From an optimization exercise on the open Yosys and OpenROAD flow, aimed at small area; shortcuts taken in it are not production practice. In this exercise RTL edits were held to simulation tests only and were not proved equivalent to the original.

rev 12:
Design vid_top, start of the top module:
module vid_top (
    input  logic                   clk,
    input  logic                   reset,
    input  logic                   reg_wr,
    input  logic [8-1:0] reg_addr,
    input  logic [32-1:0] reg_data,
    input  logic                   pix_wr,
    input  logic [32-1:0] pix_data,
    output logic                   pix_full,
    output logic                   hsync,
    output logic                   vsync,
    output logic                   blank,
    output logic [7:0]             r,
    output logic [7:0]             g,
    output logic [7:0]             b,
    output logic                   underrun
);
    vid_pkg::vid_cfg_t  cfg;
    vid_pkg::vid_tick_t tick;
    logic [23:0]        fifo_head;
    logic               fifo_empty;
    logic               fifo_pop;
    vid_regs u_regs (
        .clk      (clk),
        .reset    (reset),
        .reg_wr   (reg_wr),
        .reg_addr (reg_addr),
        .reg_data (reg_data),
        .cfg      (cfg)
    );
    vid_timing u_timing (
        .clk   (clk),
        .reset (reset),
        .cfg   (cfg),
        .tick  (tick)
    );
    pixel_fifo u_fifo (
  ...
Size in the first run: about 1800 cells after synthesis, about 950 flip-flops.
==> module pixel_fifo, before the edit <==
module pixel_fifo (
    input  logic        clk,
    input  logic        reset,
    input  logic        push,
    input  logic [23:0] push_data,
    input  logic        pop,
    output logic [23:0] head,
    output logic        empty,
    output logic        full
);
    logic [23:0] mem [32];
    logic [5:0] last;
    logic                  push_ok;
    logic                  pop_ok;
    assign empty   = last[5];
    assign full    = (last == (5+1)'(32 - 1));
    assign push_ok = push && !full;
    assign pop_ok  = pop && !empty;
    logic [32-1:0] rd_sel;
    for (genvar i = 0; i < 32; i++) begin : g_sel
        assign rd_sel[i] = (last[5-1:0] == i);
    end
    for (genvar b = 0; b < 24; b++) begin : g_rd
        logic [32-1:0] col;
        for (genvar i = 0; i < 32; i++) begin : g_col
            assign col[i] = mem[i][b];
        end
        fifo_rd_bit u_bit (.d(col), .sel(rd_sel), .y(head[b]));
    end
    always_ff @(posedge clk) begin
        if (push_ok) begin
            mem[0] <= push_data;
            for (int i = 1; i < 32; i++) begin
                mem[i] <= mem[i-1];
            end
        end
    end
    always_ff @(posedge clk or posedge reset) begin
        if (reset) begin
            last <= '1;
        end else begin
            case ({push_ok, pop_ok})
                2'b10:   last <= last + 1'b1;
                2'b01:   last <= last - 1'b1;
                default: last <= last;
            endcase
        end
    end
endmodule
clock: 5.0 ns
lec_check: 0
cap_margin: 10
core_margin: 2
core_utilization: 60
cts_cluster_diameter: 70
cts_cluster_size: 34
slew_margin: 10
synth_hierarchical: 1
standard.sh (not shown) runs the stock make flow with config.mk's settings and CLKGATE_MAP_FILE= SYNTH_SCRIPT=/design/flow/synth_recipe.tcl, a recipe that flattens the netlist after the stock synthesis.
==> flow/flow/run.sh <==
#!/bin/bash
# The standard layout (the standard.sh, unchanged synthesis, floorplan,
# power grid and routing) with two changes to how cells are added:
# - the port buffers are the platform's smallest buffer (buf_1) instead of
#   the resizer's default choice;
# - clock tree synthesis adds no dummy loads to balance the leaf nets.
# Each tool's full output is in the ORFS logs under orfs/logs; make's own
# output is in standard_flow.log.
set -euo pipefail
export BUFFER_PORTS_ARGS="-buffer_cell sky130_fd_sc_hd__buf_1"
export CTS_ARGS="-sink_clustering_enable -repair_clock_nets -dont_use_dummy_load -sink_clustering_size 34 -sink_clustering_max_diameter 70"
bash standard.sh finish > standard_flow.log 2>&1
Modified inputs, rev 13 compared to rev 12
--- a/flow/design.v
+++ b/flow/design.v
@@ -187,16 +187,15 @@
     assign full    = (last == (5+1)'(32 - 1));
     assign push_ok = push && !full;
     assign pop_ok  = pop && !empty;
-    logic [32-1:0] rd_sel;
-    for (genvar i = 0; i < 32; i++) begin : g_sel
-        assign rd_sel[i] = (last[5-1:0] == i);
-    end
+    logic [32-1:0] rd_sel [2];
+    fifo_rd_dec u_dec0 (.idx(last[5-1:0]), .sel(rd_sel[0]));
+    fifo_rd_dec u_dec1 (.idx(last[5-1:0]), .sel(rd_sel[1]));
     for (genvar b = 0; b < 24; b++) begin : g_rd
         logic [32-1:0] col;
         for (genvar i = 0; i < 32; i++) begin : g_col
             assign col[i] = mem[i][b];
         end
-        fifo_rd_bit u_bit (.d(col), .sel(rd_sel), .y(head[b]));
+        fifo_rd_bit u_bit (.d(col), .sel(rd_sel[b / 12]), .y(head[b]));
     end
     always_ff @(posedge clk) begin
         if (push_ok) begin
@@ -218,6 +217,14 @@
         end
     end
 endmodule
+module fifo_rd_dec (
+    input  logic [4:0]  idx,
+    output logic [31:0] sel
+);
+    for (genvar i = 0; i < 32; i++) begin : g_sel
+        assign sel[i] = (idx == i);
+    end
+endmodule
 module fifo_rd_bit (
     input  logic [31:0] d,
     input  logic [31:0] sel,
[summary]
- Going from rev 12 to rev 13, maximum achievable frequency grows by 0.0012 GHz.
- There was hardly any difference in floorplan die height between rev 12 and rev 13.
- On horizontal die dimension, rev 12 and rev 13 are basically level.
- Rev 13 against rev 12: number of non-filler instances in the completed layout increased 22; via count went up 82; fraction of met1 tracks used by global routing now sits lower.
- From rev 12 to rev 13 the numbers moved as follows: largest voltage drop on the vdd net rose 20%; register-to-register slack rose by 0.03 ns; total standard cell area after synthesis picked up an extra 0.58%.
- Diff rev 12 -> rev 13 | area of the die | increase of 340 um^2
- In rev 13 relative to rev 12, weighted congestion reported at the end of routability-driven placement had gone up by a few percent.
- Comparing rev 12 and rev 13, the lower setup slack was measured on rev 12.
- Rev 13 vs rev 12 on length of routed wiring on met1: rev 13 is the lower one.
- Between rev 12 and rev 13, relative max-transition margin increased.

## afterwards: timing with drivers on the ports
How much do the figures lean on ideal ports? The routed layouts below were timed once more, with nothing changed but the port constraints. Step 1 sets driving cells, clkbuf_16 on the clock port and buf_2 on the other inputs (assumed; they add their load-dependent delay and slew). Step 2 moves the port delays by t, midway between the first and last clock arrival at a register: inputs arrive t later, outputs are due t later. That takes back most of the time a late clock gives input paths. a / b / c = ideal ports / drivers / drivers and shift; a / b = the first two.
run	t, ns	setup WS [ns]	worst setup path at the end
rev 12	0.662	0.296 / 0.296 / 0.296	register to register
rev 13	0.647	0.322 / 0.322 / 0.322	register to register
After both steps setup and hold are still met in every run listed.
